Context: an optimization exercise on an open-source flow, tuned for small area, a short achievable clock period and few clock cycles per item. The choices shown serve that exercise and are no tape-out recipe.
No run shown here included a check of the RTL's function; only the layout flow was run.
Power figures rest on the tool's default switching activity, not on a simulated workload.

==> design.v <==
package gzb_pkg;
  localparam int GRID_COLS  = 4;
  localparam int GRID_ROWS  = 4;
  localparam int ZONE_COUNT = GRID_COLS * GRID_ROWS;
  localparam int FILL_W     = 9;     
  localparam int SCR_W      = 12;
  localparam int ZS_W       = SCR_W - 2;    
  localparam int COORD_W    = 14;
  localparam logic [SCR_W-1:0] SCR_W_RESET = SCR_W'(800);
  localparam logic [SCR_W-1:0] SCR_H_RESET = SCR_W'(600);
  localparam logic OP_CLEAR  = 1'b0;
  localparam logic OP_INSERT = 1'b1;
endpackage
import gzb_pkg::*;
module gzb_lanes (
  input  logic [gzb_pkg::ZS_W-1:0]   zs,
  input  logic [11:0]                b3,
  input  logic signed [13:0]         p,
  output logic [3:0]                 hit
);
  logic [11:0] b [5];
  logic [4:0]  lt, eq;
  logic        neg, big;
  assign b[0] = 12'd0;
  assign b[1] = 12'(zs);
  assign b[2] = {1'b0, zs, 1'b0};
  assign b[3] = b3;
  assign b[4] = {zs, 2'b00};
  assign neg  = p[13];
  assign big  = !p[13] && p[12];
  always_comb begin
    for (int k = 0; k < 5; k++) begin
      lt[k] = neg || (!big && (p[11:0] < b[k]));
      eq[k] = !neg && !big && (p[11:0] == b[k]);
    end
    for (int k = 0; k < 4; k++)
      hit[k] = !lt[k] && (lt[k+1] || eq[k+1]);
  end
endmodule
import gzb_pkg::*;
module grid_zone_binning (
  input  logic                           clk,
  input  logic                           rst_n,
  input  logic                           in_tvalid,
  output logic                           in_tready,
  input  logic [55:0]                    in_tdata,
  input  logic                           in_tuser,
  output logic                           out_tvalid,
  input  logic                           out_tready,
  output logic [15:0]                    out_tdata,
  output logic [1:0]                     out_tuser,
  output logic                           out_tlast,
  input  logic                           cfg_valid,
  output logic                           cfg_ready,
  input  logic [0:0]                     cfg_index,
  input  logic [11:0]                    cfg_data
);
  logic [ZS_W-1:0] zw_r, zh_r;
  logic [11:0]     bw3_r, bh3_r, b3_new;
  logic        rdy_r, rv_r, rop_r;
  logic [3:0]  rc0_r, rr0_r;
  logic [13:0] rx1_r, ry1_r;
  logic [3:0]  c0_hit, r0_hit, c1_hit, r1_hit;
  logic [13:0] x0, y0, x1, y1;
  logic        acc;
  logic [3:0]  col_hit, row_hit;
  logic        f1v, f2v, f1op, f2op;
  logic [3:0]  f1r, f1c, f2r, f2c;
  logic        hv, hop;
  logic [3:0]  hr, hc, hcl;
  logic [3:0]  rsel, csel;
  logic        step, pop, last, last_c, hit;
  logic [1:0]  n_nxt;
  logic [15:0] sel, we, full;
  logic [3:0]  zone;
  logic [8:0]  fs, inc;
  logic [8:0]  fill_r [ZONE_COUNT];
  logic [15:0] fv_r;
  logic        ov_r, sv_r, take;
  logic [14:0] res, o_r, s_r;    
  assign cfg_ready = 1'b1;
  assign in_tready = rdy_r;
  assign acc       = in_tvalid && rdy_r;
  assign b3_new = 12'(cfg_data[SCR_W-1:2]) + {1'b0, cfg_data[SCR_W-1:2], 1'b0};
  always_ff @(posedge clk) begin
    if (!rst_n) begin
      zw_r  <= SCR_W_RESET[SCR_W-1:2];
      zh_r  <= SCR_H_RESET[SCR_W-1:2];
      bw3_r <= 12'(3 * (SCR_W_RESET / 4));
      bh3_r <= 12'(3 * (SCR_H_RESET / 4));
    end else if (cfg_valid) begin
      if (cfg_index == 1'b0) begin
        zw_r  <= cfg_data[SCR_W-1:2];
        bw3_r <= b3_new;
      end else begin
        zh_r  <= cfg_data[SCR_W-1:2];
        bh3_r <= b3_new;
      end
    end
  end
  assign x0 = 14'($signed(in_tdata[20:8]));
  assign y0 = 14'($signed(in_tdata[33:21]));
  assign x1 = x0 + 14'(in_tdata[42:34]);
  assign y1 = y0 + 14'(in_tdata[51:43]);
  gzb_lanes u_c0 (.zs(zw_r), .b3(bw3_r), .p(x0), .hit(c0_hit));
  gzb_lanes u_r0 (.zs(zh_r), .b3(bh3_r), .p(y0), .hit(r0_hit));
  always_ff @(posedge clk) begin
    rop_r <= in_tuser;
    rc0_r <= c0_hit;
    rr0_r <= r0_hit;
    rx1_r <= x1;
    ry1_r <= y1;
  end
  gzb_lanes u_c1 (.zs(zw_r), .b3(bw3_r), .p(rx1_r), .hit(c1_hit));
  gzb_lanes u_r1 (.zs(zh_r), .b3(bh3_r), .p(ry1_r), .hit(r1_hit));
  assign col_hit = rc0_r | c1_hit;
  assign row_hit = rr0_r | r1_hit;
  always_comb begin
    rsel = '0;
    csel = '0;
    for (int i = 3; i >= 0; i--) begin
      if (hr[i])  rsel = 4'(1) << i;
      if (hcl[i]) csel = 4'(1) << i;
    end
    for (int r = 0; r < 4; r++)
      for (int c = 0; c < 4; c++)
        sel[4*r+c] = rsel[r] && csel[c] && hop && hv;
  end
  assign hit    = hv && hop && (hr != '0) && (hc != '0);
  assign last_c = (hcl & ~csel) == '0;
  assign last   = !hit || (last_c && ((hr & ~rsel) == '0));
  assign zone   = hit ? {rsel[3] | rsel[2], rsel[3] | rsel[1],
                         csel[3] | csel[2], csel[3] | csel[1]} : 4'd0;
  always_comb begin
    fs = '0;
    for (int z = 0; z < ZONE_COUNT; z++) begin
      fs      = fs | ({9{sel[z] && fv_r[z]}} & fill_r[z]);
      full[z] = fv_r[z] && fill_r[z][8];
    end
  end
  assign inc  = fs + 9'd1;
  assign step = !sv_r;
  assign pop  = !hv || (step && last);
  assign we   = step ? (sel & ~full) : '0;
  assign res  = {fs[8], hit, last, fs[7:0], zone};
  assign n_nxt = 2'(hv) + 2'(f1v) + 2'(f2v) - 2'(hv && pop);
  always_ff @(posedge clk) begin
    if (!rst_n) begin
      hv  <= 1'b0;
      f1v <= 1'b0;
      f2v <= 1'b0;
    end else begin
      hv  <= pop ? (f1v || rv_r) : 1'b1;
      f1v <= pop ? (f2v || (f1v && rv_r)) : (f1v || (hv && rv_r));
      f2v <= pop ? (f2v && rv_r) : (f2v || (f1v && rv_r));
    end
  end
  always_ff @(posedge clk) begin
    if (pop) begin
      if (f1v) begin
        hop <= f1op;
        hr  <= f1r;
        hc  <= f1c;
        hcl <= f1c;
      end else begin
        hop <= rop_r;
        hr  <= row_hit;
        hc  <= col_hit;
        hcl <= col_hit;
      end
    end else if (step) begin
      if (last_c) begin
        hr  <= hr & ~rsel;
        hcl <= hc;
      end else begin
        hcl <= hcl & ~csel;
      end
    end
    if (pop ? f2v : 1'b0) begin
      f1op <= f2op;
      f1r  <= f2r;
      f1c  <= f2c;
    end else if (n_nxt == 2'd1) begin
      f1op <= rop_r;
      f1r  <= row_hit;
      f1c  <= col_hit;
    end
    if (n_nxt == 2'd2) begin
      f2op <= rop_r;
      f2r  <= row_hit;
      f2c  <= col_hit;
    end
  end
  always_ff @(posedge clk) begin
    if (!rst_n) begin
      rv_r  <= 1'b0;
      rdy_r <= 1'b0;
    end else begin
      rv_r  <= acc;
      rdy_r <= (3'(n_nxt) + 3'(rv_r) + 3'(acc)) <= 3'd2;
    end
  end
  always_ff @(posedge clk) begin
    if (!rst_n) begin
      fv_r <= '0;
    end else if (step && hv && (hop == OP_CLEAR)) begin
      fv_r <= '0;
    end else begin
      fv_r <= fv_r | we;
    end
  end
  always_ff @(posedge clk) begin
    for (int z = 0; z < ZONE_COUNT; z++)
      if (we[z]) fill_r[z] <= inc;
  end
  assign take = ov_r && out_tready;
  always_ff @(posedge clk) begin
    if (!rst_n) begin
      ov_r <= 1'b0;
      sv_r <= 1'b0;
    end else begin
      ov_r <= (ov_r && !out_tready) || sv_r || (step && hv);
      sv_r <= (ov_r && !out_tready) && (sv_r || (step && hv));
    end
  end
  always_ff @(posedge clk) begin
    if (!ov_r || take) o_r <= sv_r ? s_r : res;
    if (step)          s_r <= res;
  end
  assign out_tvalid = ov_r;
  assign out_tdata  = {4'b0000, o_r[11:0]};
  assign out_tuser  = {o_r[14], o_r[13]};
  assign out_tlast  = o_r[12];
endmodule
==> run.sh <==
#!/bin/bash
# synth_recipe.tcl (not shown) runs the flow's synth.tcl, then flattens the netlist and writes it again
# the make line also repeats each setting of config.mk as NAME=value (left out here)
make -C /OpenROAD-flow-scripts/flow DESIGN_CONFIG=/design/flow/config.mk WORK_HOME=/design/flow/orfs CLKGATE_MAP_FILE= SYNTH_SCRIPT=/design/flow/synth_recipe.tcl finish
==> config.mk <==
export PLATFORM = sky130hd
export DESIGN_NAME = grid_zone_binning
export DESIGN_NICKNAME = grid_zone_binning
export VERILOG_FILES = /design/flow/design.v
export SDC_FILE = /design/flow/constraint.sdc
export NUM_CORES = 4
export LEC_CHECK = 0
export ABC_CLOCK_PERIOD_IN_PS = 2700
export CAP_MARGIN = 20
export CORE_MARGIN = 2
export CORE_UTILIZATION = 40
export PLACE_DENSITY = 0.6
export SETUP_SLACK_MARGIN = 3.3
export SLEW_MARGIN = 20
==> constraint.sdc <==
create_clock -name core_clock -period 6.0 [get_ports {clk}]
set_input_delay 1.2000 -clock core_clock [delete_from_list [all_inputs] [get_ports {clk}]]
set_output_delay 1.2000 -clock core_clock [all_outputs]
set_load 0.01 [all_outputs]
==> results of run 1 <==
==> registers in the layout, summed over array words and instances (netlist names), 9 cells and up <==
| name | count |
|---|---|
| fill_r | 144 |
| ry1_r | 14 |
| fv_r | 16 |
| bw3_r | 11 |
| rx1_r | 14 |
| o_r | 15 |
| zw_r | 10 |
| s_r | 15 |
| zh_r | 9 |
| bh3_r | 12 |
==> through the flow <==
step | hold slack (ns) | instance area (µm²) | utilization (%)
after floorplan | 0.412 | 17000 | -
after global placement | 0.430 | 18200 | 43.7
after detailed placement | 0.436 | 18200 | 43.7
after CTS | 0.453 | 20300 | 48.8
after global routing | 0.461 | 21300 | 51.1
final | 0.447 | 21300 | 51.1
==> worst min-delay path, cell delays in order (launching register included) <==
cell and delay, ns:
sky130_fd_sc_hd__dfxtp_1 0.31, sky130_fd_sc_hd__nand2_1 0.05, sky130_fd_sc_hd__nand2_1 0.06
==> routing by layer <==
metal	track usage [%]	part of all wire [%]
met5	0	0
met4	6.16	3.1
met3	2.36	4.1
met2	34.8	50
met1	24.6	42
==> worst paths after layout <==
path         slack [ns]  cells past startpoint     end
max reg2reg        2.81                     11   rdy_r
max                2.81                     11   rdy_r
min                0.45                      2  s_r[2]
min reg2reg        0.45                      2  s_r[2]
==> Yosys cell counts (all sizes together), types with 4 or more instances <==
master     n  area share, %
ha       197             15
edfxtp   190             34
dfxtp    117             14
nand2    103            2.4
inv       92            2.1
a21oi     85            2.5
nor2      85            1.9
o21ai     58            1.7
a21o      40            1.8
nand4     38            1.5
buf       34            1.5
nor2b     30            1.2
nand3     28           0.89
xnor2     25            1.3
o211ai    23            1.1
o21a      23            1.0
a21boi    22           0.98
a32oi     21            1.1
and3      21           0.81
clkbuf    20           0.45
mux2      20            1.5
nor3      18           0.57
a211oi    16           0.74
a31oi     15           0.56
and2      14           0.57
nand2b    14           0.57
a22o      11           0.57
a2111oi   10           0.71
a221oi    10           0.56
a32o       8           0.48
o22ai      8           0.30
xor2       7           0.36
a22oi      6           0.27
a211o      5           0.26
a221o      5           0.30
and4       5           0.26
fa         5           0.60
nor4       5           0.19
o21bai     5           0.22
a31o       4           0.21
and3b      4           0.21
nor4bb     4           0.42
o211a      4           0.24
o31ai      4           0.18
==> cells by family after synthesis <==
kind of cell               Yosys count
AOI/OAI and AO/OA                  398
xor gates and xnor gates            32
adders and majority gates          203
buffers and inverters              148
DFF                                307
muxes                               22
other                                2
and+or+nand+nor                    388
==> power groups by stage <==
stage	combinational (mW)	clock, mW	sequential [mW]
2_1_floorplan	0.574	0	2.39
3_3_place_gp	0.755	0	2.43
3_5_place_dp	0.786	0	2.43
4_1_cts	0.890	1.95	2.37
6_report	0.958	1.91	2.37
5_1_grt	1.07	2.03	2.38
==> layout make-up <==
type | instances | area [µm²] | area share [%]
clock buffers | 37 | 802 | 3.76
clock inverters | 21 | 201 | 0.945
inverters | 94 | 379 | 1.78
multi-input cells | 1049 | 9270 | 43.5
flip-flops and latches | 307 | 8050 | 37.8
well taps | 539 | 674 | 3.16
repair buffers | 197 | 1930 | 9.06
repair inverters | 1 | 7.51 | 0.0352
==> repair_timing <==
| item | in CTS | in global routing |
|---|---|---|
| endpoints found under the setup margin | 294 | 247 |
| hold buffers | 0 | 0 |
| gates resized for setup | 150 | 153 |
| pin swaps | 44 | 63 |
| setup buffers | 59 | 37 |
| gates cloned | 2 | 9 |
==> results.json, run 1 <==
{
  "detailedPlace.worstSlack_ns": 2.01,
  "clock_pin_slew_worst_setup_and_hold_paths_ns": 0.06,
  "pin_count_of_the_biggest_net_entering_global_routing": 28,
  "timing.setup.tns_ns": 0,
  "top_level_ports": 97,
  "areaGrowthSynthToFinish_pct": 26.8,
  "cp.buffers_inverters": 0,
  "worst-setup-path-type": "reg -> reg",
  "grtUsageTotal_pct": 19.5,
  "maxClockFrequency_mhz": 314,
  "synth_simple_gate_area_share_pct": 12.6,
  "antennaDiodeCount": 0,
  "final_layout_size_suffix_gt1_share_pct": 23.6,
  "worst_pin_slew_ns": 1.19,
  "die_w_um": 209,
  "clock_group_share_of_total_power_pct": 36.5,
  "power_report.internal_total_mw": 3.84,
  "cts_num_sinks": 307,
  "crit_chain": "maj3_2 > o211ai_1 > nand4_1 > and2_4 > nor2_4 > ha_4 > fa_2 > fa_2 > ha_4 > and3b_1 > o21a_1",
  "final_cell_count_no_fill": 2245,
  "synthFlopType": "sky130_fd_sc_hd__edfxtp_1",
  "cts_tree": "done",
  "power.combinational.fraction_pct": 18.3,
  "switching_share_pct": 26.8,
  "grt_overflow": 0,
  "drcViolationCount": 0,
  "floorplan.die_area_um2": 43700,
  "cts.root.buffer_cell": "sky130_fd_sc_hd__clkbuf_16",
  "syn_inst_count": 1500,
  "setup_viol_count_final": 0,
  "io_buffer_count": 77,
  "synth.lib_cells_used.distinct": 97,
  "synth_top_family_by_area": "compound AO/OA/AOI/OAI gates",
  "rsz_0062_raised_after_global_routing": "yes",
  "layout.cells.most_common_list": "sky130_fd_sc_hd__edfxtp_1 (190), sky130_fd_sc_hd__ha_1 (184), sky130_fd_sc_hd__dfxtp_1 (116), sky130_fd_sc_hd__nand2_1 (100), sky130_fd_sc_hd__inv_1 (78)",
  "grt_antenna_before_repair": 0,
  "synth_mux_area_share_pct": 1.59,
  "timing.critical_path.fanout_max": 4,
  "syn-cell-area_um2": 16800,
  "synthArstFlopShare_pct": 0,
  "power_density_nw_per_um2": 246,
  "floorplan.rows": 75,
  "yosysWarnings": 4,
  "hold_path.class": "reg -> reg",
  "timing.critical_path.slowest_stage_cell": "sky130_fd_sc_hd__edfxtp_1",
  "max-slew-margin-rel_pct": 20.8,
  "worst_path_required_ns": 6.48,
  "critPathCaptureType": "flop",
  "dieHeight_um": 209,
  "postLayoutSetupSlackWorst_ns": 2.81,
  "outcome": "timing/DRC/antenna clean",
  "timing.critical_path.from_type": "flop",
  "routed_via_density": 5.59,
  "power.total_mw": 5.24,
  "detail_route.iter0.violations": 774,
  "finalWorstPathRequiredPeriod_ns": 3.19,
  "core_um2": 41700,
  "final.setup_skew_ns": 0.0135,
  "ctsHtreeMaxLevel": 1,
  "arrival_ns": 3.67,
  "synth_compound_area_share_pct": 16.7,
  "final.period_utilization_pct": 53.1,
  "synth_adder_area_share_pct": 15.3,
  "clock_tree.buffer_depth": 3,
  "worst_skew_late_latency_ns": 0.58,
  "switchingPower_mw": 1.40,
  "ff_to_ff_start": "hcl[2]",
  "maximum_vdd_drop_uv": 213,
  "floorplan.initialDensity_pct": 40.3,
  "grt_pass1_wl_um": 67500,
  "gp_congestion": 0.821,
  "power.sequential.fraction_pct": 45.2,
  "first_global_vias": 12400,
  "wirelength_um": 45100,
  "min-delay-start": "s_r[2]",
  "postSynthRegisterBits": 307,
  "finalMaxSlewViolations": 0,
  "drv.max_cap_violation_count": 0,
  "final_net_count": 1958,
  "post_synthesis_xor_xnor_area_fraction_pct": 1.67,
  "timing.critical_path.from": "hcl[2]",
  "detailroute.via_count": 12600,
  "routedWlPerCell_um": 20.1,
  "detailed_place_hpwl_um": 30900,
  "synth_enable_flop_cells": 190,
  "finalHoldViolCount": 0,
  "cp_top_family": "adder cells",
  "final_common_cell": "sky130_fd_sc_hd__edfxtp_1",
  "ant_nets_after_route": 0,
  "num-fill-cells": 3692,
  "leakagePower_nw": 8.88,
  "crit_path_max_incr_delay_ns": 0.47,
  "dp_cells": 2080,
  "avgSynthCellArea_um2": 11.2,
  "drt-pass1-iter-count": 5,
  "yosysSeqAreaShare_pct": 47.9,
  "cts-buffers-inserted": 31
}
==> run 2: changes to the inputs <==
--- a/config.mk
+++ b/config.mk
@@ -5,10 +5,10 @@
 export SDC_FILE = /design/flow/constraint.sdc
 export NUM_CORES = 4
 export LEC_CHECK = 0
-export ABC_CLOCK_PERIOD_IN_PS = 2700
+export ABC_CLOCK_PERIOD_IN_PS = 2400
 export CAP_MARGIN = 20
 export CORE_MARGIN = 2
 export CORE_UTILIZATION = 40
 export PLACE_DENSITY = 0.6
-export SETUP_SLACK_MARGIN = 3.3
+export SETUP_SLACK_MARGIN = 3.6
 export SLEW_MARGIN = 20
==> results.json, run 2 <==
{
  "outcome": "timing/DRC/antenna clean",
  "cts-buffers-inserted": 34,
  "detail_route.iter0.violations": 647,
  "detailedPlace.worstSlack_ns": 2.10,
  "worst-r2r-setup-slack_ns": 2.88,
  "detailroute.via_count": 12800,
  "final.setup_skew_ns": 0.0234,
  "routed.top_layer": "met4",
  "critPathCaptureType": "flop",
  "clock_tree.buffer_depth": 3,
  "postLayoutSetupSlackWorst_ns": 2.88,
  "final_cell_count_no_fill": 2274,
  "syn-cell-area_um2": 16800,
  "multiInputGateArea_um2": 9900,
  "reg2reg_to": "rdy_r",
  "floorplan.die_area_um2": 43700,
  "m1WireLength_um": 19900,
  "synthArstFlopShare_pct": 0,
  "ff_to_ff_start": "hcl[1]",
  "io_buffer_count": 77,
  "ctsHtreeMaxLevel": 2,
  "worst_pin_slew_ns": 0.914,
  "dp_cells": 2073,
  "num-fill-cells": 3623,
  "drt-pass1-iter-count": 5,
  "arrival_ns": 3.54,
  "syn_inst_count": 1500,
  "final.period_utilization_pct": 52.1,
  "hold_path.class": "reg -> reg",
  "final_net_count": 1986,
  "synthFlopType": "sky130_fd_sc_hd__edfxtp_1",
  "worst_path_required_ns": 6.42,
  "core_um2": 41700,
  "yosysSeqAreaShare_pct": 47.9,
  "instance_count_along_the_most_critical_hold_path": 2,
  "largest-register": "fill_r",
  "floorplan.rows": 75,
  "detailed_place_hpwl_um": 31500,
  "rr_worst_depth": 11,
  "max-slew-margin-rel_pct": 38.6,
  "rsz_0062_raised_after_global_routing": "yes",
  "worst-setup-path-type": "reg -> reg",
  "maximum_vdd_drop_uv": 161,
  "routed_via_density": 5.65,
  "clock_pin_slew_worst_setup_and_hold_paths_ns": 0.06,
  "leakagePower_nw": 9.11,
  "postSynthRegisterBits": 307,
  "finalMaxSlewViolations": 0,
  "grt_antenna_before_repair": 0,
  "final_common_cell": "sky130_fd_sc_hd__edfxtp_1",
  "finalWorstPathRequiredPeriod_ns": 3.12,
  "maxClockFrequency_mhz": 320,
  "die_w_um": 209,
  "worstHoldEndpoint": "bh3_r[10]",
  "areaGrowthSynthToFinish_pct": 32.6,
  "cts_tree": "done",
  "worst_skew_late_latency_ns": 0.54,
  "grt_pass1_wl_um": 71600,
  "synth_area_leader_cell": "sky130_fd_sc_hd__edfxtp_1",
  "wirelength_um": 46100,
  "first_global_vias": 13000,
  "top_level_ports": 97,
  "synth.lib_cells_used.distinct": 97,
  "cts.root.buffer_cell": "sky130_fd_sc_hd__clkbuf_16",
  "grtUsageTotal_pct": 20.8,
  "yosysWarnings": 4,
  "gp_congestion": 0.844,
  "layout.cells.most_common_list": "sky130_fd_sc_hd__edfxtp_1 (190), sky130_fd_sc_hd__ha_1 (155), sky130_fd_sc_hd__buf_4 (108), sky130_fd_sc_hd__dfxtp_1 (99), sky130_fd_sc_hd__nand2_1 (97)",
  "leading_cell_type_by_number_of_instances_after_synthesis": "sky130_fd_sc_hd__ha_1",
  "floorplan.initialDensity_pct": 40.3,
  "detailroute.wirelength.met2_um": 23100,
  "pin_count_of_the_biggest_net_entering_global_routing": 53,
  "synth_enable_flop_cells": 190,
  "timing.critical_path.from_type": "flop",
  "timing.critical_path.fanout_max": 4,
  "drcViolationCount": 0,
  "yosys.area.top_type_share_pct": 33.9,
  "largest_register_ffs": 144,
  "antennaDiodeCount": 0,
  "drv.max_cap_violation_count": 0,
  "finalHoldViolCount": 0,
  "grt_overflow": 0,
  "post_synth_main_area_contributors": "sky130_fd_sc_hd__edfxtp_1 (34%), sky130_fd_sc_hd__ha_1 (15%), sky130_fd_sc_hd__dfxtp_1 (14%)",
  "timing.setup.tns_ns": 0,
  "routedWlPerCell_um": 20.3,
  "dieHeight_um": 209,
  "cts_num_sinks": 307,
  "avgSynthCellArea_um2": 11.2,
  "met3_length_um": 1740,
  "synth_common_cells": "sky130_fd_sc_hd__ha_1 (197), sky130_fd_sc_hd__edfxtp_1 (190), sky130_fd_sc_hd__dfxtp_1 (117)",
  "layout.area.seq_um2": 8080,
  "final_layout_size_suffix_gt1_share_pct": 31.5,
  "largestRegisters": "fill_r: 144 flops, fv_r: 16 flops",
  "min-delay-start": "bh3_r[10]",
  "power_density_nw_per_um2": 246,
  "ant_nets_after_route": 0,
  "setup_viol_count_final": 0
}
[run 2: cell families (layout without fill, tap and decap cells)]
| family | after synthesis | in the layout | share of synthesized area (%) |
|---|---|---|---|
| adder cells (fa/ha/maj) | 203 | 203 | 15.3 |
| AND/OR/NAND/NOR | 388 | 390 | 12.6 |
| flip-flops | 307 | 307 | 47.9 |
| buffers and inverters | 148 | 377 | 4.12 |
| XOR/XNOR | 32 | 32 | 1.67 |
| multiplexers | 22 | 22 | 1.59 |
| AO/OA/AOI/OAI | 398 | 399 | 16.7 |
| other | 2 | 5 | 0.0447 |
[run 2: where the power goes]
group | switching, mW | total [mW] | internal, mW
Combinational | 0.542 | 1.04 | 0.496
Clock | 0.858 | 2.06 | 1.20
Sequential | 0.0847 | 2.38 | 2.30
Total | 1.49 | 5.48 | 3.99
[run 2: worst max-delay path by stage]
stage | from | endpoint | cells after the start
final | hcl[1] | rdy_r | 11
after detailed placement | hr[0] | fill_r[8][7] | 8
after floorplan | hcl[2] | rdy_r | 12
after global routing | hcl[1] | rdy_r | 11
after CTS | hcl[1] | rdy_r | 11
after global placement | in_tdata[9] | rx1_r[10] | 11
[run 2: per-layer routing]
metal,track usage (%),up-vias
met5,0,-
met4,6.70,0
met3,2.34,86
met2,37.3,301
met1,26.3,6352
li1,-,6110
[run 2: critical path: stages, from the launching register on]
cell and delay [ns]:
sky130_fd_sc_hd__edfxtp_1 0.46, sky130_fd_sc_hd__maj3_2 0.39, sky130_fd_sc_hd__o221ai_2 0.17, sky130_fd_sc_hd__nand4_1 0.12, sky130_fd_sc_hd__and2_4 0.17, sky130_fd_sc_hd__nor2_4 0.12, sky130_fd_sc_hd__ha_4 0.21, sky130_fd_sc_hd__fa_2 0.44
sky130_fd_sc_hd__fa_2 0.39, sky130_fd_sc_hd__ha_4 0.22, sky130_fd_sc_hd__and3b_1 0.16, sky130_fd_sc_hd__o21a_1 0.16
[run 2: stage by stage]
| step | hold WS [ns] | utilization [%] | cell area (µm²) | power (mW) |
|---|---|---|---|---|
| 3_3_place_gp | 0.437 | 44.4 | 18500 | 3.20 |
| 4_1_cts | 0.455 | 51.8 | 21600 | 5.44 |
| 3_5_place_dp | 0.443 | 44.4 | 18500 | 3.23 |
| 5_1_grt | 0.476 | 53.5 | 22300 | 5.72 |
| 6_report | 0.448 | 53.5 | 22300 | 5.48 |
| 2_1_floorplan | 0.412 | - | 17400 | 2.97 |
[run 2: repair_timing]
item                       4_1_cts  5_1_grt
resized for setup              379      132
hold buffers                     0        0
setup endpoints to repair      395      313
cloned                           3        2
pin swaps                      100       62
buffers inserted               104       30
[run 2: layout make-up]
class | count | share of cell area [%]
multi-input combinational | 1051 | 44.4
sequential | 307 | 36.2
timing repair buffer | 221 | 9.54
clock buffer | 48 | 4.42
tap | 539 | 3.03
inverter | 94 | 1.81
clock inverter | 14 | 0.539
==> run 3: changes to the inputs <==
--- a/design.v
+++ b/design.v
@@ -69,10 +69,13 @@
   logic        hv, hop;
   logic [3:0]  hr, hc, hcl;
   logic [3:0]  rsel, csel;
-  logic        step, pop, last, last_c, hit;
+  logic        step, pop, popd, last, last_c, hit;
   logic [1:0]  n_nxt;
+  logic [2:0]  n_all;
+  logic [3:0]  zone;
+  logic        pv_r, phit_r, plast_r, pclr_r;
+  logic [3:0]  pzone_r;
   logic [15:0] sel, we, full;
-  logic [3:0]  zone;
   logic [8:0]  fs, inc;
   logic [8:0]  fill_r [ZONE_COUNT];
   logic [15:0] fv_r;
@@ -122,28 +125,43 @@
       if (hr[i])  rsel = 4'(1) << i;
       if (hcl[i]) csel = 4'(1) << i;
     end
-    for (int r = 0; r < 4; r++)
-      for (int c = 0; c < 4; c++)
-        sel[4*r+c] = rsel[r] && csel[c] && hop && hv;
   end
   assign hit    = hv && hop && (hr != '0) && (hc != '0);
   assign last_c = (hcl & ~csel) == '0;
   assign last   = !hit || (last_c && ((hr & ~rsel) == '0));
   assign zone   = hit ? {rsel[3] | rsel[2], rsel[3] | rsel[1],
                          csel[3] | csel[2], csel[3] | csel[1]} : 4'd0;
+  assign step   = !sv_r;
+  assign pop    = !hv || (step && last);
+  assign popd   = hv && step && last;
+  always_ff @(posedge clk) begin
+    if (!rst_n) begin
+      pv_r <= 1'b0;
+    end else if (step) begin
+      pv_r <= hv;
+    end
+  end
+  always_ff @(posedge clk) begin
+    if (step) begin
+      phit_r  <= hit;
+      plast_r <= last;
+      pclr_r  <= hop == OP_CLEAR;
+      pzone_r <= zone;
+    end
+  end
   always_comb begin
     fs = '0;
     for (int z = 0; z < ZONE_COUNT; z++) begin
+      sel[z]  = (pzone_r == 4'(z)) && phit_r;
       fs      = fs | ({9{sel[z] && fv_r[z]}} & fill_r[z]);
       full[z] = fv_r[z] && fill_r[z][8];
     end
   end
   assign inc  = fs + 9'd1;
-  assign step = !sv_r;
-  assign pop  = !hv || (step && last);
-  assign we   = step ? (sel & ~full) : '0;
-  assign res  = {fs[8], hit, last, fs[7:0], zone};
-  assign n_nxt = 2'(hv) + 2'(f1v) + 2'(f2v) - 2'(hv && pop);
+  assign we   = (step && pv_r) ? (sel & ~full) : '0;
+  assign res  = {fs[8], phit_r, plast_r, fs[7:0], pzone_r};
+  assign n_nxt = 2'(hv) + 2'(f1v) + 2'(f2v) - 2'(popd);
+  assign n_all = 3'(hv) + 3'(f1v) + 3'(f2v) + 3'(rv_r);
   always_ff @(posedge clk) begin
     if (!rst_n) begin
       hv  <= 1'b0;
@@ -197,13 +215,14 @@
       rdy_r <= 1'b0;
     end else begin
       rv_r  <= acc;
-      rdy_r <= (3'(n_nxt) + 3'(rv_r) + 3'(acc)) <= 3'd2;
+      if (acc) rdy_r <= popd ? (n_all <= 3'd2) : (n_all <= 3'd1);
+      else     rdy_r <= popd ? (n_all <= 3'd3) : (n_all <= 3'd2);
     end
   end
   always_ff @(posedge clk) begin
     if (!rst_n) begin
       fv_r <= '0;
-    end else if (step && hv && (hop == OP_CLEAR)) begin
+    end else if (step && pv_r && pclr_r) begin
       fv_r <= '0;
     end else begin
       fv_r <= fv_r | we;
@@ -219,8 +238,8 @@
       ov_r <= 1'b0;
       sv_r <= 1'b0;
     end else begin
-      ov_r <= (ov_r && !out_tready) || sv_r || (step && hv);
-      sv_r <= (ov_r && !out_tready) && (sv_r || (step && hv));
+      ov_r <= (ov_r && !out_tready) || sv_r || (step && pv_r);
+      sv_r <= (ov_r && !out_tready) && (sv_r || (step && pv_r));
     end
   end
   always_ff @(posedge clk) begin
--- a/config.mk
+++ b/config.mk
@@ -5,10 +5,10 @@
 export SDC_FILE = /design/flow/constraint.sdc
 export NUM_CORES = 4
 export LEC_CHECK = 0
-export ABC_CLOCK_PERIOD_IN_PS = 2400
+export ABC_CLOCK_PERIOD_IN_PS = 2600
 export CAP_MARGIN = 20
 export CORE_MARGIN = 2
 export CORE_UTILIZATION = 40
 export PLACE_DENSITY = 0.6
-export SETUP_SLACK_MARGIN = 3.6
+export SETUP_SLACK_MARGIN = 3.4
 export SLEW_MARGIN = 20
==> results.json, run 3 <==
{
  "ctsHtreeMaxLevel": 2,
  "largest-register": "fill_r",
  "cts_tree": "done",
  "worst_path_required_ns": 6.31,
  "arrival_ns": 3.24,
  "synthFlopType": "sky130_fd_sc_hd__edfxtp_1",
  "top_level_ports": 97,
  "timing.critical_path.from_type": "flop",
  "instance_count_along_the_most_critical_hold_path": 2,
  "yosysWarnings": 4,
  "power_density_nw_per_um2": 240,
  "grt_antenna_before_repair": 2,
  "pin_count_of_the_biggest_net_entering_global_routing": 56,
  "ff_to_ff_start": "pzone_r[1]",
  "worstHoldEndpoint": "bh3_r[10]",
  "finalHoldViolCount": 0,
  "leakagePower_nw": 9.32,
  "synth_enable_flop_cells": 197,
  "largest_register_ffs": 144,
  "grt_most_used_layer": "met2",
  "yosys.area.top_type_share_pct": 33.7,
  "avgSynthCellArea_um2": 10.5,
  "postSynthRegisterBits": 315,
  "antennaDiodeCount": 0,
  "synth_common_cells": "sky130_fd_sc_hd__ha_1 (200), sky130_fd_sc_hd__edfxtp_1 (197), sky130_fd_sc_hd__nand2_1 (184)",
  "drt-pass1-iter-count": 5,
  "maximum_vdd_drop_uv": 212,
  "worst_skew_late_latency_ns": 0.58,
  "rr_worst_depth": 12,
  "core_um2": 43200,
  "finalMaxSlewViolations": 0,
  "cts-buffers-inserted": 36,
  "detailroute.via_count": 13800,
  "largestRegisters": "fill_r: 144 flops, fv_r: 16 flops",
  "maxClockFrequency_mhz": 342,
  "timing.setup.tns_ns": 0,
  "routedWlPerCell_um": 20.8,
  "worst-r2r-setup-slack_ns": 3.07,
  "grt_use_met3_pct": 3.46,
  "drcViolationCount": 0,
  "leading_cell_type_by_number_of_instances_after_synthesis": "sky130_fd_sc_hd__ha_1",
  "first_global_vias": 13600,
  "hold_path.class": "reg -> reg",
  "synth.lib_cells_used.distinct": 82,
  "final_common_cell": "sky130_fd_sc_hd__edfxtp_1",
  "critical_path.most_common_cell": "sky130_fd_sc_hd__buf_4",
  "detailed_place_hpwl_um": 33800,
  "floorplan.initialDensity_pct": 40.6,
  "drv.max_cap_violation_count": 0,
  "post_synth_main_area_contributors": "sky130_fd_sc_hd__edfxtp_1 (34%), sky130_fd_sc_hd__ha_1 (14%), sky130_fd_sc_hd__dfxtp_1 (13%)",
  "synthArstFlopShare_pct": 0,
  "fin_hold_ws_ns": 0.461,
  "worst_pin_slew_ns": 0.910,
  "timing.critical_path.slowest_stage_cell": "sky130_fd_sc_hd__or3b_4",
  "min-delay-start": "bh3_r[10]",
  "synth_area_leader_cell": "sky130_fd_sc_hd__edfxtp_1",
  "clock_tree.buffer_depth": 3,
  "ant_nets_after_route": 0,
  "critPathCaptureType": "flop",
  "final.period_utilization_pct": 48.8,
  "areaGrowthSynthToFinish_pct": 28.4,
  "layout.cells.most_common_list": "sky130_fd_sc_hd__edfxtp_1 (197), sky130_fd_sc_hd__ha_1 (184), sky130_fd_sc_hd__nand2_1 (178), sky130_fd_sc_hd__dfxtp_1 (117), sky130_fd_sc_hd__inv_1 (93)",
  "grt_overflow": 0,
  "routed_via_density": 5.63,
  "floorplan.rows": 76,
  "grt_pass1_wl_um": 77900,
  "floorplan.die_area_um2": 45500,
  "detail_route.iter0.violations": 1083,
  "finalWorstPathRequiredPeriod_ns": 2.93,
  "gp_congestion": 0.876,
  "met1_usage_pct": 29.7,
  "wirelength_um": 51000,
  "max-slew-margin-rel_pct": 39.4,
  "reg2reg_to": "fill_r[2][7]",
  "dieHeight_um": 213,
  "setup_viol_count_final": 0,
  "outcome": "timing/DRC/antenna clean",
  "yosysSeqAreaShare_pct": 47.2,
  "grtUsageTotal_pct": 22.3,
  "crit_chain": "buf_4 > or3b_4 > buf_12 > nor3_2 > a2111oi_2 > nand4_2 > nand4_4 > buf_4 > nor3b_4 > xor2_2 > buf_6 > buf_8",
  "die_w_um": 213,
  "rsz_0062_raised_after_global_routing": "yes",
  "final.setup_skew_ns": 0.0318,
  "final_net_count": 2121,
  "syn_inst_count": 1668,
  "timing.critical_path.fanout_max": 15,
  "crit_path_max_incr_delay_ns": 0.46,
  "io_buffer_count": 77,
  "worst-setup-path-type": "reg -> reg",
  "cts_num_sinks": 315,
  "globalRouteMet2Util_pct": 36.4,
  "cts.root.buffer_cell": "sky130_fd_sc_hd__clkbuf_16",
  "syn-cell-area_um2": 17500,
  "final_layout_size_suffix_gt1_share_pct": 22.4,
  "clock_pin_slew_worst_setup_and_hold_paths_ns": 0.06
}
-- run 3: cell types whose count changed in the layout (fill, tap and decap cells not counted), moves of 24 or more --
cell / delta
sky130_fd_sc_hd__nand2_1: +81
sky130_fd_sc_hd__nor3_1: +36
sky130_fd_sc_hd__buf_4: -35
sky130_fd_sc_hd__nor3_2: +34
sky130_fd_sc_hd__ha_1: +29
sky130_fd_sc_hd__ha_4: -29
sky130_fd_sc_hd__dlygate4sd2_1: +27
sky130_fd_sc_hd__inv_1: +26
sky130_fd_sc_hd__o21ai_0: +24
-- run 3: layout make-up --
cell class              count  area, µm²
multi-input cells        1184      10100
inverters                 111        429
repair buffers            193       1880
clock inverters            19        158
flip-flops and latches    315       8280
clock buffers              46        948
well taps                 585        732
fillers                  3799      20600
-- run 3: how the worst max path moves through the flow --
stage | cells after the start | end | startpoint | slack [ns]
2_1_floorplan | 8 | rr0_r[2] | in_tdata[23] | 3.22
3_3_place_gp | 5 | fill_r[5][5] | pzone_r[2] | 1.83
4_1_cts | 11 | f1r[2] | hcl[1] | 3.10
3_5_place_dp | 5 | fill_r[5][5] | pzone_r[2] | 1.80
6_report | 12 | fill_r[2][7] | pzone_r[1] | 3.07
5_1_grt | 11 | fill_r[11][7] | pzone_r[0] | 3.01
-- run 3: where the power goes --
group          internal, mW  switching [mW]  leakage (nW)
logic                 0.386           0.456          5.55
registers              2.36          0.0838          3.23
clock network          1.18           0.945         0.542
-- run 3: logic make-up after synthesis --
family | after synthesis | synth area share, %
other | 2 | 0.0428
adders and majority gates | 206 | 14.9
AOI/OAI and AO/OA | 331 | 12.9
and+or+nand+nor | 571 | 16.8
xor gates and xnor gates | 38 | 1.90
muxes | 27 | 1.80
DFF | 315 | 47.2
buffers and inverters | 178 | 4.46
-- run 3: critical path: cells and delay by family (launching register included) --
| kind | cells | cell delay, ns |
|---|---|---|
| AOI/OAI and AO/OA | 1 | 0.09 |
| DFF | 1 | 0.45 |
| buffers and inverters | 5 | 0.81 |
| xor gates and xnor gates | 1 | 0.10 |
| and+or+nand+nor | 5 | 1.22 |
-- run 3: metal layers --
metal | vias up | wire length (µm)
met4 | 4 | 2030
met3 | 124 | 3250
met5 | - | 26
met2 | 497 | 23400
li1 | 6521 | -
met1 | 6656 | 22200
-- run 3: through the flow --
| step | power [mW] | worst slack [ns] | std cells | utilization [%] | instance area (µm²) |
|---|---|---|---|---|---|
| 3_5_place_dp | 3.24 | 1.80 | 2287 | 44.1 | 19000 |
| 6_report | 5.41 | 3.07 | 2453 | 52.2 | 22500 |
| 4_1_cts | 5.39 | 3.10 | 2434 | 50.8 | 21900 |
| 5_1_grt | 5.64 | 3.01 | 2453 | 52.2 | 22500 |
| 3_3_place_gp | 3.20 | 1.83 | 2287 | 44.1 | 19000 |
| 2_1_floorplan | 2.99 | 3.22 | 1671 | - | 17700 |
-- run 3: what timing repair did --
action | in CTS | in global routing
buffers inserted | 75 | 16
hold buffers | 0 | 0
endpoints found under the setup margin | 296 | 218
pin swaps | 50 | 28
cloned | 7 | 3
gates resized for setup | 274 | 104
==> run 4: changes to the inputs <==
--- a/design.v
+++ b/design.v
@@ -79,8 +79,8 @@
   logic [8:0]  fs, inc;
   logic [8:0]  fill_r [ZONE_COUNT];
   logic [15:0] fv_r;
-  logic        ov_r, sv_r, take;
-  logic [14:0] res, o_r, s_r;    
+  logic        ov_r;
+  logic [14:0] res, o_r;         
   assign cfg_ready = 1'b1;
   assign in_tready = rdy_r;
   assign acc       = in_tvalid && rdy_r;
@@ -131,7 +131,7 @@
   assign last   = !hit || (last_c && ((hr & ~rsel) == '0));
   assign zone   = hit ? {rsel[3] | rsel[2], rsel[3] | rsel[1],
                          csel[3] | csel[2], csel[3] | csel[1]} : 4'd0;
-  assign step   = !sv_r;
+  assign step   = !ov_r || out_tready;
   assign pop    = !hv || (step && last);
   assign popd   = hv && step && last;
   always_ff @(posedge clk) begin
@@ -232,19 +232,15 @@
     for (int z = 0; z < ZONE_COUNT; z++)
       if (we[z]) fill_r[z] <= inc;
   end
-  assign take = ov_r && out_tready;
   always_ff @(posedge clk) begin
     if (!rst_n) begin
       ov_r <= 1'b0;
-      sv_r <= 1'b0;
-    end else begin
-      ov_r <= (ov_r && !out_tready) || sv_r || (step && pv_r);
-      sv_r <= (ov_r && !out_tready) && (sv_r || (step && pv_r));
-    end
-  end
-  always_ff @(posedge clk) begin
-    if (!ov_r || take) o_r <= sv_r ? s_r : res;
-    if (step)          s_r <= res;
+    end else if (step) begin
+      ov_r <= pv_r;
+    end
+  end
+  always_ff @(posedge clk) begin
+    if (step) o_r <= res;
   end
   assign out_tvalid = ov_r;
   assign out_tdata  = {4'b0000, o_r[11:0]};
==> results.json, run 4 <==
{
  "largestRegisters": "fill_r: 144 flops, fv_r: 16 flops, o_r: 15 flops",
  "ff_to_ff_start": "phit_r",
  "final_net_count": 2092,
  "finalHoldViolCount": 0,
  "wirelength_um": 49700,
  "cts.root.buffer_cell": "sky130_fd_sc_hd__clkbuf_16",
  "final.setup_skew_ns": 0.0204,
  "top_level_ports": 97,
  "synthArstFlopShare_pct": 0,
  "detailedPlace.worstSlack_ns": 1.38,
  "worst-r2r-setup-slack_ns": 3.02,
  "cts_num_sinks": 299,
  "synth.lib_cells_used.distinct": 79,
  "drv.max_cap_violation_count": 0,
  "detailroute.via_count": 13600,
  "detailed_place_hpwl_um": 33200,
  "crit_chain": "buf_12 > and3b_2 > and3_4 > buf_4 > a2111oi_2 > nand4_1 > buf_4 > nand2_4 > nor4b_4 > xor2_4 > buf_12",
  "drcViolationCount": 0,
  "postSynthRegisterBits": 299,
  "synth_enable_flop_cells": 197,
  "finalMaxSlewViolations": 0,
  "num-fill-cells": 3648,
  "final_common_cell": "sky130_fd_sc_hd__edfxtp_1",
  "worstHoldEndpoint": "o_r[12]",
  "worst-setup-path-type": "reg -> reg",
  "rsz_0062_raised_after_global_routing": "yes",
  "hold_path.class": "reg -> reg",
  "power_density_nw_per_um2": 240,
  "leakagePower_nw": 8.52,
  "clock_pin_slew_worst_setup_and_hold_paths_ns": 0.06,
  "dieHeight_um": 210,
  "first_global_vias": 13200,
  "ctsHtreeMaxLevel": 2,
  "cts-buffers-inserted": 35,
  "ant_nets_after_route": 0,
  "maximum_vdd_drop_uv": 190,
  "layout.cells.most_common_list": "sky130_fd_sc_hd__edfxtp_1 (197), sky130_fd_sc_hd__nand2_1 (190), sky130_fd_sc_hd__ha_1 (186), sky130_fd_sc_hd__dfxtp_1 (98), sky130_fd_sc_hd__buf_4 (83)",
  "antennaDiodeCount": 0,
  "grtUsageTotal_pct": 21.6,
  "setup_viol_count_final": 0,
  "clock_tree.buffer_depth": 3,
  "utilization_pct": 52.2,
  "yosysSeqAreaShare_pct": 46.8,
  "final_cell_area_um2": 21900,
  "worst_skew_late_latency_ns": 0.54,
  "crit_path_max_incr_delay_ns": 0.57,
  "yosysWarnings": 4,
  "floorplan.die_area_um2": 44200,
  "die_w_um": 210,
  "avgSynthCellArea_um2": 10.4,
  "critPathCaptureType": "flop",
  "cts.hold.buffers_added": 0,
  "syn-cell-area_um2": 17000,
  "io_buffer_count": 77,
  "synth_area_leader_cell": "sky130_fd_sc_hd__edfxtp_1",
  "timing.setup.tns_ns": 0,
  "gp_congestion": 0.915,
  "areaGrowthSynthToFinish_pct": 28.7,
  "rr_worst_depth": 11,
  "final_layout_size_suffix_gt1_share_pct": 22.3,
  "floorplan.rows": 75,
  "min-delay-start": "plast_r",
  "routedWlPerCell_um": 20.9,
  "reg2reg_to": "fill_r[13][7]",
  "post_synth_main_area_contributors": "sky130_fd_sc_hd__edfxtp_1 (35%), sky130_fd_sc_hd__ha_1 (15%), sky130_fd_sc_hd__dfxtp_1 (12%)",
  "drt-pass1-iter-count": 6,
  "fin_hold_ws_ns": 0.417,
  "grt_antenna_before_repair": 2,
  "timing.critical_path.from_type": "flop",
  "arrival_ns": 3.24,
  "worst_pin_slew_ns": 1.06,
  "worst_path_required_ns": 6.26,
  "final.period_utilization_pct": 49.7,
  "synthFlopType": "sky130_fd_sc_hd__edfxtp_1",
  "final_cell_count_no_fill": 2376,
  "finalWorstPathRequiredPeriod_ns": 2.98,
  "grt_pass1_wl_um": 74600,
  "max-slew-margin-rel_pct": 29.2,
  "dpl_cell_area_um2": 18600,
  "largest_register_ffs": 144,
  "floorplan.initialDensity_pct": 40.5,
  "cts_tree": "done",
  "postLayoutSetupSlackWorst_ns": 3.02,
  "yosys.area.top_type_share_pct": 34.8,
  "dp_cells": 2206,
  "power.total_mw": 5.25,
  "outcome": "timing/DRC/antenna clean",
  "timing.critical_path.slowest_stage_cell": "sky130_fd_sc_hd__a2111oi_2",
  "maxClockFrequency_mhz": 336,
  "largest-register": "fill_r",
  "detail_route.iter0.violations": 1078,
  "synth_common_cells": "sky130_fd_sc_hd__ha_1 (201), sky130_fd_sc_hd__nand2_1 (201), sky130_fd_sc_hd__edfxtp_1 (197)",
  "pin_count_of_the_biggest_net_entering_global_routing": 55,
  "timing.critical_path.fanout_max": 16,
  "instance_count_along_the_most_critical_hold_path": 0,
  "routed_via_density": 5.74,
  "syn_inst_count": 1637,
  "core_um2": 41900,
  "grt_overflow": 0
}
## run 4: changes by cell type after synthesis, moves of 7 or more
cell	delta
sky130_fd_sc_hd__a2111oi_0	+13
sky130_fd_sc_hd__a21oi_1	+9
sky130_fd_sc_hd__dfxtp_1	-16
sky130_fd_sc_hd__inv_1	-18
sky130_fd_sc_hd__mux2_2	-7
sky130_fd_sc_hd__nand2_1	+17
sky130_fd_sc_hd__nand4_1	+12
sky130_fd_sc_hd__nor2_1	-9
sky130_fd_sc_hd__nor3_1	+10
sky130_fd_sc_hd__o21ai_0	-12
## run 4: kinds of logic after synthesis
logic type | count (synthesis) | share of synthesized area (%)
AO/OA/AOI/OAI | 334 | 13.5
XOR/XNOR | 37 | 1.91
adder cells (fa/ha/maj) | 207 | 15.4
buffers and inverters | 159 | 4.04
flip-flops | 299 | 46.8
multiplexers | 14 | 0.927
other | 2 | 0.0442
AND/OR/NAND/NOR | 585 | 17.3
## run 4: how the worst max path moves through the flow
stage	to	slack, ns	cells past startpoint	startpoint
after CTS	fill_r[13][5]	3.13	11	pzone_r[0]
final	fill_r[13][7]	3.02	11	phit_r
after global routing	fill_r[13][7]	2.97	11	pzone_r[0]
after detailed placement	fill_r[5][5]	1.38	7	pzone_r[2]
after global placement	fill_r[7][5]	1.43	7	pzone_r[2]
after floorplan	f1c[0]	2.69	10	out_tready
## run 4: worst max-delay path, delay by kind of cell, from the launching register on
family / cells / cell delay (ns)
simple gates: 5 / 0.83
buf+inv: 4 / 0.70
compound gates: 1 / 0.57
flops: 1 / 0.42
xor+xnor: 1 / 0.19
## run 4: repair_timing
item	CTS	global route
cloned	4	3
gates resized for setup	208	154
endpoints found under the setup margin	393	260
setup buffers	57	43
pin swaps	59	61
## run 4: per-layer routing
| layer | vias up | share of wire, % | GRT usage (%) |
|---|---|---|---|
| met5 | - | 0.040 | 0 |
| met4 | 4 | 3.8 | 7.83 |
| met3 | 118 | 6.1 | 3.40 |
| met2 | 507 | 47 | 35.8 |
| met1 | 6578 | 43 | 28.7 |
| li1 | 6439 | - | - |
## run 4: power breakdown
part | switching (mW) | leakage, nW | internal, mW
sequential | 0.0857 | 2.48 | 2.26
clock | 0.842 | 0.520 | 1.20
combinational | 0.466 | 5.52 | 0.392
total | 1.39 | 8.52 | 3.85
## run 4: final cells by class
| cell class | instances | area, µm² | share of cell area, % |
|---|---|---|---|
| multi-input combinational | 1185 | 9900 | 45.2 |
| sequential | 299 | 7960 | 36.4 |
| timing repair buffer | 196 | 1900 | 8.66 |
| clock buffer | 48 | 956 | 4.37 |
| tap | 539 | 674 | 3.08 |
| inverter | 93 | 362 | 1.65 |
| clock inverter | 15 | 135 | 0.617 |
| timing repair inverter | 1 | 5.00 | 0.0229 |
==> run 5: changes to the inputs <==
--- a/design.v
+++ b/design.v
@@ -75,7 +75,7 @@
   logic [3:0]  zone;
   logic        pv_r, phit_r, plast_r, pclr_r;
   logic [3:0]  pzone_r;
-  logic [15:0] sel, we, full;
+  logic [15:0] sel, sel_r, we, full;
   logic [8:0]  fs, inc;
   logic [8:0]  fill_r [ZONE_COUNT];
   logic [15:0] fv_r;
@@ -125,6 +125,9 @@
       if (hr[i])  rsel = 4'(1) << i;
       if (hcl[i]) csel = 4'(1) << i;
     end
+    for (int r = 0; r < 4; r++)
+      for (int c = 0; c < 4; c++)
+        sel[4*r+c] = rsel[r] && csel[c] && hit;
   end
   assign hit    = hv && hop && (hr != '0) && (hc != '0);
   assign last_c = (hcl & ~csel) == '0;
@@ -147,18 +150,18 @@
       plast_r <= last;
       pclr_r  <= hop == OP_CLEAR;
       pzone_r <= zone;
+      sel_r   <= sel;
     end
   end
   always_comb begin
     fs = '0;
     for (int z = 0; z < ZONE_COUNT; z++) begin
-      sel[z]  = (pzone_r == 4'(z)) && phit_r;
-      fs      = fs | ({9{sel[z] && fv_r[z]}} & fill_r[z]);
+      fs      = fs | ({9{sel_r[z] && fv_r[z]}} & fill_r[z]);
       full[z] = fv_r[z] && fill_r[z][8];
     end
   end
   assign inc  = fs + 9'd1;
-  assign we   = (step && pv_r) ? (sel & ~full) : '0;
+  assign we   = (step && pv_r) ? (sel_r & ~full) : '0;
   assign res  = {fs[8], phit_r, plast_r, fs[7:0], pzone_r};
   assign n_nxt = 2'(hv) + 2'(f1v) + 2'(f2v) - 2'(popd);
   assign n_all = 3'(hv) + 3'(f1v) + 3'(f2v) + 3'(rv_r);
==> results.json, run 5 <==
{
  "maxClockFrequency_mhz": 361,
  "hold_path.class": "reg -> reg",
  "leakagePower_nw": 8.33,
  "synthFlopType": "sky130_fd_sc_hd__edfxtp_1",
  "critPathCaptureType": "flop",
  "pin_count_of_the_biggest_net_entering_global_routing": 39,
  "ff_to_ff_start": "hcl[2]",
  "grtUsageTotal_pct": 21.4,
  "ant_nets_after_route": 0,
  "rsz_0062_raised_after_global_routing": "yes",
  "worst_skew_late_latency_ns": 0.53,
  "cts_num_sinks": 315,
  "detail_route.iter0.violations": 919,
  "floorplan.initialDensity_pct": 40.7,
  "finalHoldViolCount": 0,
  "areaGrowthSynthToFinish_pct": 21.9,
  "io_buffer_count": 77,
  "detailroute.via_count": 13200,
  "final.setup_skew_ns": 0.0168,
  "largest-register": "fill_r",
  "synthArstFlopShare_pct": 0,
  "arrival_ns": 3.01,
  "worst-setup-path-type": "reg -> reg",
  "instance_count_along_the_most_critical_hold_path": 0,
  "worst_pin_slew_ns": 0.933,
  "finalWorstPathRequiredPeriod_ns": 2.77,
  "post_synth_main_area_contributors": "sky130_fd_sc_hd__edfxtp_1 (37%), sky130_fd_sc_hd__ha_1 (15%), sky130_fd_sc_hd__dfxtp_1 (12%)",
  "clock_pin_slew_worst_setup_and_hold_paths_ns": 0.06,
  "top_level_ports": 97,
  "cts.hold.buffers_added": 0,
  "detailedPlace.worstSlack_ns": 2.24,
  "die_w_um": 211,
  "max-slew-margin-rel_pct": 37.7,
  "floorplan.die_area_um2": 44700,
  "drcViolationCount": 0,
  "grt_antenna_before_repair": 0,
  "antennaDiodeCount": 0,
  "synth_enable_flop_cells": 213,
  "yosysWarnings": 4,
  "routedWlPerCell_um": 20.6,
  "drt-pass1-iter-count": 5,
  "yosysSeqAreaShare_pct": 49.0,
  "timing.setup.tns_ns": 0,
  "syn-cell-area_um2": 17200,
  "ctsHtreeMaxLevel": 2,
  "largestRegisters": "fill_r: 144 flops, fv_r: 16 flops, sel_r: 16 flops",
  "largest_register_ffs": 144,
  "clock_tree.buffer_depth": 3,
  "maximum_vdd_drop_uv": 211,
  "synth.lib_cells_used.distinct": 74,
  "cts-buffers-inserted": 35,
  "timing.critical_path.fanout_max": 9,
  "power_density_nw_per_um2": 257,
  "setup_viol_count_final": 0,
  "wirelength_um": 48100,
  "leading_cell_type_by_number_of_instances_after_synthesis": "sky130_fd_sc_hd__edfxtp_1",
  "synth_area_leader_cell": "sky130_fd_sc_hd__edfxtp_1",
  "core_um2": 42200,
  "drv.max_cap_violation_count": 0,
  "layout.cells.most_common_list": "sky130_fd_sc_hd__edfxtp_1 (213), sky130_fd_sc_hd__ha_1 (188), sky130_fd_sc_hd__nand3_1 (161), sky130_fd_sc_hd__nand2_1 (105), sky130_fd_sc_hd__inv_1 (100)",
  "outcome": "timing/DRC/antenna clean",
  "gp_congestion": 0.864,
  "cts.root.buffer_cell": "sky130_fd_sc_hd__clkbuf_16",
  "fin_hold_ws_ns": 0.422,
  "timing.critical_path.from_type": "flop",
  "final_net_count": 2050,
  "final_layout_size_suffix_gt1_share_pct": 16.4,
  "finalMaxSlewViolations": 0,
  "utilization_pct": 49.7,
  "avgSynthCellArea_um2": 10.5,
  "syn_inst_count": 1634,
  "worst_path_required_ns": 6.24,
  "min-delay-start": "plast_r",
  "grt_pass1_wl_um": 72900,
  "cts_tree": "done",
  "synth_common_cells": "sky130_fd_sc_hd__edfxtp_1 (213), sky130_fd_sc_hd__ha_1 (201), sky130_fd_sc_hd__nand3_1 (162)",
  "power.total_mw": 5.39,
  "yosys.area.top_type_share_pct": 37.2,
  "crit_chain": "maj3_2 > o21a_1 > o41ai_4 > o21bai_4 > inv_2 > ha_4 > inv_2 > fa_2 > nor2_4 > buf_12",
  "final.period_utilization_pct": 46.2,
  "rr_worst_depth": 10,
  "first_global_vias": 13000,
  "final_common_cell": "sky130_fd_sc_hd__edfxtp_1",
  "timing.critical_path.slowest_stage_cell": "sky130_fd_sc_hd__fa_2",
  "critical_path.most_common_cell": "sky130_fd_sc_hd__inv_2",
  "floorplan.rows": 75,
  "grt_overflow": 0,
  "postLayoutSetupSlackWorst_ns": 3.23,
  "routed_via_density": 5.65,
  "detailed_place_hpwl_um": 33800,
  "timing.critical_path.from": "hcl[2]",
  "crit_path_max_incr_delay_ns": 0.47,
  "dieHeight_um": 211,
  "postSynthRegisterBits": 315
}
[run 5: what timing repair did]
item                                    in CTS  in global routing
endpoints found under the hold margin        0                  0
endpoints found under the setup margin     366                130
gates cloned                                 2                  0
resized for setup                          106                 95
pin swaps                                   29                 33
buffers inserted                            57                 17
[run 5: logic make-up (layout without fill, tap and decap cells)]
| kind of cell | after synthesis | after routing | synth area share [%] |
|---|---|---|---|
| xor+xnor | 32 | 32 | 1.63 |
| simple gates | 560 | 561 | 16.3 |
| other cells | 2 | 5 | 0.0437 |
| flops | 315 | 315 | 49.0 |
| mux | 13 | 13 | 0.996 |
| fa+ha+maj | 207 | 207 | 15.3 |
| buf+inv | 177 | 333 | 4.14 |
| compound gates | 328 | 328 | 12.5 |
[run 5: cell type report]
cell class | instances | area [µm²]
Inverter | 111 | 440
Timing Repair Buffer | 160 | 1470
Multi-Input combinational cell | 1146 | 8850
Tap cell | 539 | 674
Clock inverter | 15 | 150
Clock buffer | 47 | 932
Fill cell | 3816 | 21300
Sequential cell | 315 | 8450
[run 5: worst paths after layout]
check,endpoint,slack [ns]
worst min register to register,o_r[12],0.42
worst max-delay path,f2c[0],3.23
worst min-delay path,o_r[12],0.42
worst max register to register,f2c[0],3.23
[run 5: per-layer routing]
layer  share of wire [%]  track usage, %
met1                  44            27.8
met3                 4.7            2.89
met4                 2.9            6.99
met5                   0               0
met2                  48            36.8
[run 5: critical path: cells and delay by family, from the launching register on]
kind | cells | cell delay (ns)
adder cells (fa/ha/maj) | 3 | 1.03
AO/OA/AOI/OAI | 3 | 0.62
flip-flops | 1 | 0.45
buffers and inverters | 3 | 0.25
AND/OR/NAND/NOR | 1 | 0.12
[run 5: power by group]
part / internal, mW / switching, mW
clock network: 1.18 / 0.873
registers: 2.38 / 0.105
logic: 0.389 / 0.465
total: 3.95 / 1.44
[run 5: per-stage QoR]
stage               std cells  instance area (µm²)
floorplan                1637                17600
global placement         2195                18800
detailed placement       2195                18800
CTS                      2316                20600
global route             2333                21000
finish                   2333                21000
==> run 6: changes to the inputs <==
--- a/config.mk
+++ b/config.mk
@@ -8,7 +8,7 @@
 export ABC_CLOCK_PERIOD_IN_PS = 2600
 export CAP_MARGIN = 20
 export CORE_MARGIN = 2
-export CORE_UTILIZATION = 40
-export PLACE_DENSITY = 0.6
+export CORE_UTILIZATION = 65
+export PLACE_DENSITY = 0.8
 export SETUP_SLACK_MARGIN = 3.4
 export SLEW_MARGIN = 20
==> results.json, run 6 <==
{
  "drcViolationCount": 0,
  "cts-buffers-inserted": 34,
  "grt_antenna_before_repair": 0,
  "drv.max_cap_violation_count": 0,
  "wirelength_um": 47000,
  "maxClockFrequency_mhz": 356,
  "ctsHtreeMaxLevel": 2,
  "detailroute.via_count": 13900,
  "leakagePower_nw": 8.40,
  "finalHoldViolCount": 0,
  "routedWlPerCell_um": 21.9,
  "floorplan.initialDensity_pct": 66.0,
  "synth_enable_flop_cells": 213,
  "synthArstFlopShare_pct": 0,
  "routed_via_density": 6.47,
  "syn_inst_count": 1634,
  "final_net_count": 2071,
  "clock_tree.buffer_depth": 3,
  "worst_pin_slew_ns": 0.877,
  "cts.root.buffer_cell": "sky130_fd_sc_hd__clkbuf_16",
  "core_um2": 26100,
  "arrival_ns": 3.02,
  "first_global_vias": 13600,
  "num-fill-cells": 1571,
  "hold_path.class": "reg -> reg",
  "finalMaxSlewViolations": 0,
  "floorplan.rows": 59,
  "routed.top_layer": "met4",
  "largestRegisters": "fill_r: 144 flops, fv_r: 16 flops, sel_r: 16 flops",
  "grtUsageTotal_pct": 32.8,
  "timing.critical_path.from_type": "flop",
  "detailed_place_hpwl_um": 30900,
  "floorplan.die_area_um2": 27800,
  "largest-register": "fill_r",
  "pin_count_of_the_biggest_net_entering_global_routing": 41,
  "timing.critical_path.slowest_stage_cell": "sky130_fd_sc_hd__fa_2",
  "cp_top_family": "adder cells",
  "dpl_cell_area_um2": 18500,
  "drt-pass1-iter-count": 6,
  "grt_overflow": 0,
  "synth_simple_gate_area_share_pct": 16.3,
  "worst_path_required_ns": 6.21,
  "met3_length_um": 3790,
  "m1WireLength_um": 18700,
  "synth.lib_cells_used.distinct": 74,
  "areaGrowthSynthToFinish_pct": 21.5,
  "maximum_vdd_drop_uv": 259,
  "outcome": "timing/DRC/antenna clean",
  "setup_viol_count_final": 0,
  "synth_top_family_by_area": "simple AND/OR/NAND/NOR gates",
  "yosys.area.top_type_share_pct": 37.2,
  "final_cell_area_um2": 20900,
  "cts_num_sinks": 315,
  "final.period_utilization_pct": 46.8,
  "rsz_0062_raised_after_global_routing": "yes",
  "cts.hold.buffers_added": 0,
  "synthFlopType": "sky130_fd_sc_hd__edfxtp_1",
  "yosysSeqAreaShare_pct": 49.0,
  "leading_cell_type_by_number_of_instances_after_synthesis": "sky130_fd_sc_hd__edfxtp_1",
  "largest_register_ffs": 144,
  "yosysWarnings": 4,
  "detail_route.iter0.violations": 1480,
  "critPathCaptureType": "flop",
  "detailroute.wirelength.met2_um": 22600,
  "fin_hold_ws_ns": 0.418,
  "die_w_um": 167,
  "timing.critical_path.fanout_max": 5,
  "timing.setup.tns_ns": 0,
  "power_density_nw_per_um2": 256,
  "layout.cells.most_common_list": "sky130_fd_sc_hd__edfxtp_1 (213), sky130_fd_sc_hd__ha_1 (188), sky130_fd_sc_hd__nand3_1 (162), sky130_fd_sc_hd__nand2_1 (104), sky130_fd_sc_hd__inv_1 (98)",
  "ant_nets_after_route": 0,
  "crit_chain": "maj3_2 > o21a_1 > o41ai_4 > o21bai_4 > inv_2 > ha_4 > inv_2 > fa_2 > nand2_4 > nand2_4",
  "grt_pass1_wl_um": 72200,
  "clock_pin_slew_worst_setup_and_hold_paths_ns": 0.06,
  "final_layout_size_suffix_gt1_share_pct": 17.3,
  "gp_congestion": 0.877,
  "avgSynthCellArea_um2": 10.5,
  "power.total_mw": 5.34,
  "cts_tree": "done",
  "synth_adder_area_share_pct": 15.3,
  "crit_path_max_incr_delay_ns": 0.64,
  "final.setup_skew_ns": 0.0197,
  "top_level_ports": 97,
  "postSynthRegisterBits": 315,
  "synth_mux_area_share_pct": 0.996,
  "max-slew-margin-rel_pct": 41.5,
  "cp.buffers_inverters": 2,
  "post_synthesis_xor_xnor_area_fraction_pct": 1.63,
  "synth_common_cells": "sky130_fd_sc_hd__edfxtp_1 (213), sky130_fd_sc_hd__ha_1 (201), sky130_fd_sc_hd__nand3_1 (162)",
  "io_buffer_count": 77,
  "synth_compound_area_share_pct": 12.5,
  "dieHeight_um": 167,
  "final_common_cell": "sky130_fd_sc_hd__edfxtp_1",
  "syn-cell-area_um2": 17200,
  "finalWorstPathRequiredPeriod_ns": 2.81,
  "synth_area_leader_cell": "sky130_fd_sc_hd__edfxtp_1",
  "worst-setup-path-type": "reg -> reg",
  "antennaDiodeCount": 0,
  "worst_skew_late_latency_ns": 0.51,
  "post_synth_main_area_contributors": "sky130_fd_sc_hd__edfxtp_1 (37%), sky130_fd_sc_hd__ha_1 (15%), sky130_fd_sc_hd__dfxtp_1 (12%)"
}
run 6: logic make-up after synthesis:
family	count (synthesis)
other	2
and+or+nand+nor	560
adders and majority gates	207
xor gates and xnor gates	32
DFF	315
muxes	13
buffers and inverters	177
AOI/OAI and AO/OA	328
run 6: report_power, final:
| part | total (mW) | internal (mW) | switching, mW |
|---|---|---|---|
| Sequential | 2.47 | 2.38 | 0.0934 |
| Clock | 2.00 | 1.16 | 0.833 |
| Combinational | 0.876 | 0.398 | 0.478 |
run 6: path summary, 6_finish.rpt:
kind           from  depth (start not counted)       to  slack (ns)
min reg2reg  phit_r                          0  o_r[13]        0.42
max          hcl[1]                         10   f1r[0]        3.19
min          phit_r                          0  o_r[13]        0.42
max reg2reg  hcl[1]                         10   f1r[0]        3.19
run 6: per-layer routing:
metal | up-vias | GRT usage (%)
met5 | - | 0
met4 | 0 | 13.8
met3 | 160 | 5.51
met2 | 698 | 55.2
met1 | 6655 | 42.3
li1 | 6403 | -
run 6: metrics by stage:
stage / utilization, % / worst slack [ns] / instances
6_report: 80.2 / 3.19 / 2150
5_1_grt: 80.2 / 3.12 / 2150
4_1_cts: 78.2 / 3.16 / 2103
3_5_place_dp: 71.1 / 1.76 / 1987
3_3_place_gp: 71.1 / 1.85 / 1987
2_1_floorplan: - / 2.37 / 1637
run 6: repair_timing:
item | 4_1_cts | 5_1_grt
buffers inserted | 51 | 46
pin swaps | 39 | 26
cloned | 4 | 1
gates resized for setup | 121 | 73
setup endpoints to repair | 386 | 283
run 6: layout make-up:
cell class              instances  area, µm²  share of cell area [%]
clock inverters                15        100                   0.479
multi-input cells            1148       8840                    42.3
inverters                     111        440                    2.11
clock buffers                  46        957                    4.58
flip-flops and latches        315       8460                    40.5
well taps                     335        419                    2.01
repair buffers                179       1680                    8.03
repair inverters                1       7.51                  0.0359
run 6: worst reg2reg max path, stage by stage, from the launching register on:
cell and delay [ns]:
sky130_fd_sc_hd__edfxtp_1 0.43, sky130_fd_sc_hd__maj3_2 0.37, sky130_fd_sc_hd__o21a_1 0.23, sky130_fd_sc_hd__o41ai_4 0.30
sky130_fd_sc_hd__o21bai_4 0.10, sky130_fd_sc_hd__inv_2 0.08, sky130_fd_sc_hd__ha_4 0.12, sky130_fd_sc_hd__inv_2 0.03
sky130_fd_sc_hd__fa_2 0.64, sky130_fd_sc_hd__nand2_4 0.10, sky130_fd_sc_hd__nand2_4 0.12

-- afterwards: timing with drivers on the ports --
How much do the figures lean on ideal ports? The routed layouts below were timed once more, with nothing changed but the port constraints.
Step 1: set_driving_cell puts a clkbuf_16 on clk and a buf_2 on each other input, an assumption about the parent block.
Step 2 times the ports against the registers' clock, not the clock port: input delays grow and output delays shrink by t, the midpoint of the rising clock arrivals with the driver on.
Three values: ideal, step 1, step 2; two values: the first two.
| run | shift t [ns] | slack for setup (ns) | worst hold slack (ns) | cell pins on the clock port's net |
|---|---|---|---|---|
| run 1 | 0.625 | 2.813 / 2.813 / 2.735 | 0.447 / 0.447 / 0.447 | 1 |
| run 2 | 0.585 | 2.877 / 2.877 / 2.835 | 0.448 / 0.448 / 0.448 | 1 |
| run 3 | 0.615 | 3.072 / 3.072 / 2.876 | 0.461 / 0.461 / 0.461 | 1 |
| run 4 | 0.577 | 3.020 / 3.020 / 2.788 | 0.417 / 0.417 / 0.417 | 1 |
| run 5 | 0.575 | 3.229 / 3.229 / 2.795 | 0.422 / 0.422 / 0.422 | 1 |
| run 6 | 0.554 | 3.192 / 3.192 / 2.680 | 0.418 / 0.418 / 0.418 | 1 |
After both steps every run listed still meets setup and hold. For run 6, which loses most, drivers alone change the setup slack by 0.000 ns; drivers and shift together by -0.512 ns.
